Background: an optimization exercise with open tools, aiming at small area. Do not read the settings as production practice.
Function was checked by simulation only, so behaviour that the tests miss may differ from the original.

==> inputs of v11 <==
// rv_lite_core
module rv_lite_core
#(
  parameter int    NREGS    = 16,
  parameter logic [31:0] RESET_PC = '0
) (
  input  logic       clk,
  input  logic       xreset,
  output logic       o_imem_valid,
  output logic [31:0] o_imem_addr,
  input  logic       i_imem_ready,
  input  logic [31:0] i_imem_rdata,
  output logic       o_dmem_valid,
  output logic       o_dmem_we,
  output logic [31:0] o_dmem_addr,
  output logic [31:0] o_dmem_wdata,
  output logic [3:0] o_dmem_strb,
  input  logic       i_dmem_ready,
  input  logic [31:0] i_dmem_rdata
);
  localparam logic [3:0] S_PCZ   = 4'd0;    
  localparam logic [3:0] S_FETCH = 4'd1;    
  localparam logic [3:0] S_XW    = 4'd2;    
  localparam logic [3:0] S_EXEC  = 4'd3;    
  localparam logic [3:0] S_EX2   = 4'd4;    
  localparam logic [3:0] S_DREQ  = 4'd5;    
  localparam logic [3:0] S_WBW   = 4'd6;    
  localparam logic [3:0] S_WB    = 4'd7;    
  localparam logic [3:0] S_CPW   = 4'd8;    
  localparam logic [3:0] S_COPY  = 4'd9;    
  localparam logic [3:0] S_SHW   = 4'd10;   
  localparam logic [3:0] S_SHR   = 4'd11;   
  localparam logic [3:0] C_NOP   = 4'd0;
  localparam logic [3:0] C_OP    = 4'd1;
  localparam logic [3:0] C_OPI   = 4'd2;
  localparam logic [3:0] C_LUI   = 4'd3;
  localparam logic [3:0] C_AUIPC = 4'd4;
  ...
Settings: LEC_CHECK=0, CAP_MARGIN=20, CORE_MARGIN=2, CORE_UTILIZATION=60, CTS_BUF_LIST=sky130_fd_sc_hd__clkbuf_4, PLACE_DENSITY=0.75, SETUP_SLACK_MARGIN=0.5, SLEW_MARGIN=20; clock period 10.0 ns.
run.sh (not shown) runs the stock make flow with config.mk's settings and CLKGATE_MAP_FILE= SYNTH_SCRIPT=/design/flow/synth_recipe.tcl, a recipe that flattens the netlist after the stock synthesis.
==> inputs of v25, as changes to v11 <==
--- a/flow/design.v
+++ b/flow/design.v
@@ -67,12 +67,12 @@
   localparam logic [3:0] S_DREQ  = 4'd5;    
   localparam logic [3:0] S_WBW   = 4'd6;    
   localparam logic [3:0] S_WB    = 4'd7;    
   localparam logic [3:0] S_CPW   = 4'd8;    
   localparam logic [3:0] S_COPY  = 4'd9;    
-  localparam logic [3:0] S_SHW   = 4'd10;   
-  localparam logic [3:0] S_SHR   = 4'd11;   
+  localparam logic [3:0] S_SH1   = 4'd10;   
+  localparam logic [3:0] S_SH2   = 4'd11;   
   localparam logic [3:0] C_NOP   = 4'd0;
   localparam logic [3:0] C_OP    = 4'd1;
   localparam logic [3:0] C_OPI   = 4'd2;
   localparam logic [3:0] C_LUI   = 4'd3;
   localparam logic [3:0] C_AUIPC = 4'd4;
@@ -88,11 +88,10 @@
   logic [3:0]  cls;
   logic [3:0]  rdf, rs1f, rs2f;
   logic [2:0]  f3;
   logic        f7;
   logic        cy, icy, flag, last;
-  logic [4:0]  shamt;
   logic [31:0] rf [16];    
   logic imem_hs, dmem_hs, p31, e0;
   assign imem_hs = o_imem_valid & i_imem_ready;
   assign dmem_hs = o_dmem_valid & i_dmem_ready;
   assign p31     = (ph == 5'd31);
@@ -176,15 +175,14 @@
   assign cond = isBR ? ((f3[2] ? (f3[1] ? ltu : lt) : ~neq) ^ f3[0])
                      : (f3[0] ? ltu : lt);
   logic it, inc;
   assign it  = (ph == 5'd2) | icy;
   assign inc = pcb ^ it;
-  logic [5:0] xs;
-  logic       sh_go, sh_in;
-  assign xs    = {1'b0, ph} + {1'b0, shamt ^ {5{right}}} + {5'd0, right};
-  assign sh_go = ((st == S_SHW) & (xs[4:0] == 5'd0)) | (st == S_SHR);
-  assign sh_in = (xs[5] ^ right) ? (sra & W[31]) : rs1b;
+  logic [4:0] shamt;
+  logic       sh_en;
+  assign shamt = A[4:0];    
+  assign sh_en = (((ph ^ {5{~right}}) < shamt)) ^ ~right;
   logic tap, wbit, in_range;
   always_comb begin
     case (f3[1:0])
       2'd0: begin
         case (A[1:0])
@@ -230,11 +228,11 @@
         rd_we  = (is_alu & ~is_shift & ~is_slt) | isLUI | isAUIPC | isJAL | isJALR;
         rd_bit = (isJAL | isJALR) ? inc : is_alu ? alu : sum;
         pc_we  = ~(isBR | is_slt);
         pc_new = (isJAL | isJALR) ? (sum & ~e0) : inc;
         shA    = ~isBR;
-        a_in   = (isLD | isST) ? sum : pc_new;
+        a_in   = (isLD | isST) ? sum : is_shift ? b_raw : pc_new;
         shW    = isST;
         w_in   = ((f3[1:0] == 2'd0) & (ph >= 5'd8))  ? W[24] :
                  ((f3[1:0] == 2'd1) & (ph >= 5'd16)) ? W[16] : rs2b;
       end
       S_EX2: begin
@@ -247,18 +245,24 @@
       end
       S_WB: begin
         rd_we  = 1'b1;
         rd_bit = wbit;
         shW    = 1'b1;
+        shA    = ~isLD;    
+        a_in   = pcb;
       end
       S_COPY: begin
         shA    = 1'b1;
         a_in   = pcb;
       end
-      S_SHW, S_SHR: begin
-        shW    = sh_go;
-        w_in   = sh_in;
+      S_SH1: begin
+        shW    = 1'b1;
+        w_in   = (right | sh_en) & rs1b;
+      end
+      S_SH2: begin
+        shW    = sh_en;
+        w_in   = right ? (sra & W[31]) : W[0];
       end
       default: ;
     endcase
   end
   always_ff @(posedge clk) begin
@@ -266,13 +270,15 @@
     for (int k = 1; k < 16; k++)
       rf[k] <= {(rd_we && rdf == 4'(k)) ? rd_bit : rf[k][0], rf[k][31:1]};
   end
   always_ff @(posedge clk) begin
     if (imem_hs)
-      A <= i_imem_rdata;
+      A[31:7] <= i_imem_rdata[31:7];
     else if (shA)
-      A <= {a_in, A[31:1]};
+      A[31:7] <= {a_in, A[31:8]};
+    if (shA)
+      A[6:0] <= A[7:1];
   end
   always_ff @(posedge clk) begin
     if (dmem_hs && !o_dmem_we)
       W <= i_dmem_rdata;
     else if (shW)
@@ -292,12 +298,10 @@
     cy   <= cout;
     icy  <= ~p31 & pcb & it;
     last <= wb ? wbit : immb;
     if (ex && (is_slt || isBR))
       flag <= p31 ? cond : e0 ? xab : neq;
-    if (ex && is_shift && (ph < 5'd5))
-      shamt <= {b_raw, shamt[4:1]};
   end
   always_ff @(posedge clk) begin
     if (!xreset) begin
       st <= S_PCZ;
       ph <= 5'd0;
@@ -307,20 +311,20 @@
         S_PCZ:   if (p31) st <= S_FETCH;
         S_FETCH: if (imem_hs) st <= p31 ? S_EXEC : S_XW;
         S_XW:    if (p31) st <= S_EXEC;
         S_EXEC:  if (p31) st <= (isBR | is_slt) ? S_EX2 :
                                 (isLD | isST)   ? S_DREQ :
-                                is_shift        ? S_SHW : S_FETCH;
+                                is_shift        ? S_SH1 : S_FETCH;
         S_EX2:   if (p31) st <= S_FETCH;
         S_DREQ:  if (dmem_hs) st <= isLD ? (p31 ? S_WB : S_WBW)
                                          : (p31 ? S_COPY : S_CPW);
         S_WBW:   if (p31) st <= S_WB;
         S_WB:    if (p31) st <= isLD ? S_COPY : S_FETCH;
         S_CPW:   if (p31) st <= S_COPY;
         S_COPY:  if (p31) st <= S_FETCH;
-        S_SHW:   if (xs[4:0] == 5'd0) st <= S_SHR;
-        S_SHR:   if (xs[4:0] == 5'd31) st <= p31 ? S_WB : S_WBW;
+        S_SH1:   if (p31) st <= S_SH2;
+        S_SH2:   if (p31) st <= S_WB;
         default: st <= S_PCZ;
       endcase
     end
   end
   assign o_imem_valid = (st == S_FETCH);
==> flow/flow/run.sh (new file) <==
#!/bin/bash
# The standard layout, with smaller port buffers and a clock tree of small buffers
set -euo pipefail
export BUFFER_PORTS_ARGS="-buffer_cell sky130_fd_sc_hd__buf_1"
export CTS_ARGS="-sink_clustering_enable -repair_clock_nets -dont_use_dummy_load -buf_list sky130_fd_sc_hd__clkbuf_8 -sink_clustering_size 16 -sink_clustering_max_diameter 50"
bash standard.sh > standard.log 2>&1
==> flow/standard.sh (new file) <==
#!/bin/bash
# synth_recipe.tcl (not shown) runs the flow's synth.tcl, then flattens the netlist and writes it again
# the make line also repeats each setting of config.mk as NAME=value (left out here)
make -C /OpenROAD-flow-scripts/flow DESIGN_CONFIG=/design/flow/config.mk WORK_HOME=/design/flow/orfs CLKGATE_MAP_FILE= SYNTH_SCRIPT=/design/flow/synth_recipe.tcl "${@:-finish}"
ABC_AREA = 1   (was unset)
CORE_UTILIZATION = 70   (was 60)
CTS_BUF_LIST = unset   (was sky130_fd_sc_hd__clkbuf_4)
PLACE_DENSITY = 0.8   (was 0.75)
removed: flow/run.sh
==> inputs of v37, as changes to v11 <==
--- a/flow/design.v
+++ b/flow/design.v
@@ -88,11 +88,10 @@
   logic [3:0]  cls;
   logic [3:0]  rdf, rs1f, rs2f;
   logic [2:0]  f3;
   logic        f7;
   logic        cy, icy, flag, last;
-  logic [4:0]  shamt;
   logic [31:0] rf [16];    
   logic imem_hs, dmem_hs, p31, e0;
   assign imem_hs = o_imem_valid & i_imem_ready;
   assign dmem_hs = o_dmem_valid & i_dmem_ready;
   assign p31     = (ph == 5'd31);
@@ -176,12 +175,14 @@
   assign cond = isBR ? ((f3[2] ? (f3[1] ? ltu : lt) : ~neq) ^ f3[0])
                      : (f3[0] ? ltu : lt);
   logic it, inc;
   assign it  = (ph == 5'd2) | icy;
   assign inc = pcb ^ it;
+  logic [4:0] shamt;
   logic [5:0] xs;
   logic       sh_go, sh_in;
+  assign shamt = A[4:0];    
   assign xs    = {1'b0, ph} + {1'b0, shamt ^ {5{right}}} + {5'd0, right};
   assign sh_go = ((st == S_SHW) & (xs[4:0] == 5'd0)) | (st == S_SHR);
   assign sh_in = (xs[5] ^ right) ? (sra & W[31]) : rs1b;
   logic tap, wbit, in_range;
   always_comb begin
@@ -230,11 +231,11 @@
         rd_we  = (is_alu & ~is_shift & ~is_slt) | isLUI | isAUIPC | isJAL | isJALR;
         rd_bit = (isJAL | isJALR) ? inc : is_alu ? alu : sum;
         pc_we  = ~(isBR | is_slt);
         pc_new = (isJAL | isJALR) ? (sum & ~e0) : inc;
         shA    = ~isBR;
-        a_in   = (isLD | isST) ? sum : pc_new;
+        a_in   = (isLD | isST) ? sum : is_shift ? b_raw : pc_new;
         shW    = isST;
         w_in   = ((f3[1:0] == 2'd0) & (ph >= 5'd8))  ? W[24] :
                  ((f3[1:0] == 2'd1) & (ph >= 5'd16)) ? W[16] : rs2b;
       end
       S_EX2: begin
@@ -247,10 +248,12 @@
       end
       S_WB: begin
         rd_we  = 1'b1;
         rd_bit = wbit;
         shW    = 1'b1;
+        shA    = ~isLD;    
+        a_in   = pcb;
       end
       S_COPY: begin
         shA    = 1'b1;
         a_in   = pcb;
       end
@@ -266,13 +269,15 @@
     for (int k = 1; k < 16; k++)
       rf[k] <= {(rd_we && rdf == 4'(k)) ? rd_bit : rf[k][0], rf[k][31:1]};
   end
   always_ff @(posedge clk) begin
     if (imem_hs)
-      A <= i_imem_rdata;
+      A[31:7] <= i_imem_rdata[31:7];
     else if (shA)
-      A <= {a_in, A[31:1]};
+      A[31:7] <= {a_in, A[31:8]};
+    if (shA)
+      A[6:0] <= A[7:1];
   end
   always_ff @(posedge clk) begin
     if (dmem_hs && !o_dmem_we)
       W <= i_dmem_rdata;
     else if (shW)
@@ -292,12 +297,10 @@
     cy   <= cout;
     icy  <= ~p31 & pcb & it;
     last <= wb ? wbit : immb;
     if (ex && (is_slt || isBR))
       flag <= p31 ? cond : e0 ? xab : neq;
-    if (ex && is_shift && (ph < 5'd5))
-      shamt <= {b_raw, shamt[4:1]};
   end
   always_ff @(posedge clk) begin
     if (!xreset) begin
       st <= S_PCZ;
       ph <= 5'd0;
==> flow/flow/run.sh (new file) <==
#!/bin/bash
# The standard layout, with smaller port buffers and a clock tree of small buffers
set -euo pipefail
export BUFFER_PORTS_ARGS="-buffer_cell sky130_fd_sc_hd__buf_1"
export CTS_ARGS="-sink_clustering_enable -repair_clock_nets -dont_use_dummy_load -buf_list sky130_fd_sc_hd__clkbuf_8 -sink_clustering_size 16 -sink_clustering_max_diameter 50"
bash standard.sh > standard.log 2>&1
==> flow/standard.sh (new file) <==
#!/bin/bash
# synth_recipe.tcl (not shown) runs the flow's synth.tcl, then flattens the netlist and writes it again
# the make line also repeats each setting of config.mk as NAME=value (left out here)
make -C /OpenROAD-flow-scripts/flow DESIGN_CONFIG=/design/flow/config.mk WORK_HOME=/design/flow/orfs CLKGATE_MAP_FILE= SYNTH_SCRIPT=/design/flow/synth_recipe.tcl "${@:-finish}"
CTS_CLUSTER_DIAMETER = 100   (was unset)
CTS_CLUSTER_SIZE = 20   (was unset)
removed: flow/run.sh
==> comparison <==
Synthesized cell count: v25 > v37 > v11. Between v11 and v25, the lower hold slack is in v25 (gap 0.0059 ns). Sequential share of layout area: v11 < v37 < v25. Between v37 and v11, the lower cell count is in v37 (gap 11%, measured against v11).

-- static timing again, ports no longer ideal --
No port has a modelled driver above. Below, the same layouts with a new extraction and two added sets of constraints.
Step 1, drivers: a clkbuf_16 drives clk and a buf_2 each remaining input, both assumed.
Step 2 moves the port delays by t, midway between the first and last clock arrival at a register: inputs arrive t later, outputs are due t later. That takes back most of the time a late clock gives input paths.
Three values: no drivers, after step 1, after step 2; two values: the first two.
run	t (ns)	setup WS [ns]	hold WS [ns]
v11	0.784	4.850 / 4.798 / 5.583	0.278 / 0.278 / 0.278
v25	0.585	5.676 / 5.628 / 5.554	0.272 / 0.272 / 0.272
v37	0.570	5.836 / 5.791 / 5.844	0.243 / 0.243 / 0.243
After both steps setup and hold are still met in every run listed. For v25, which loses most, drivers alone change the setup slack by -0.048 ns; drivers and shift together by -0.122 ns.
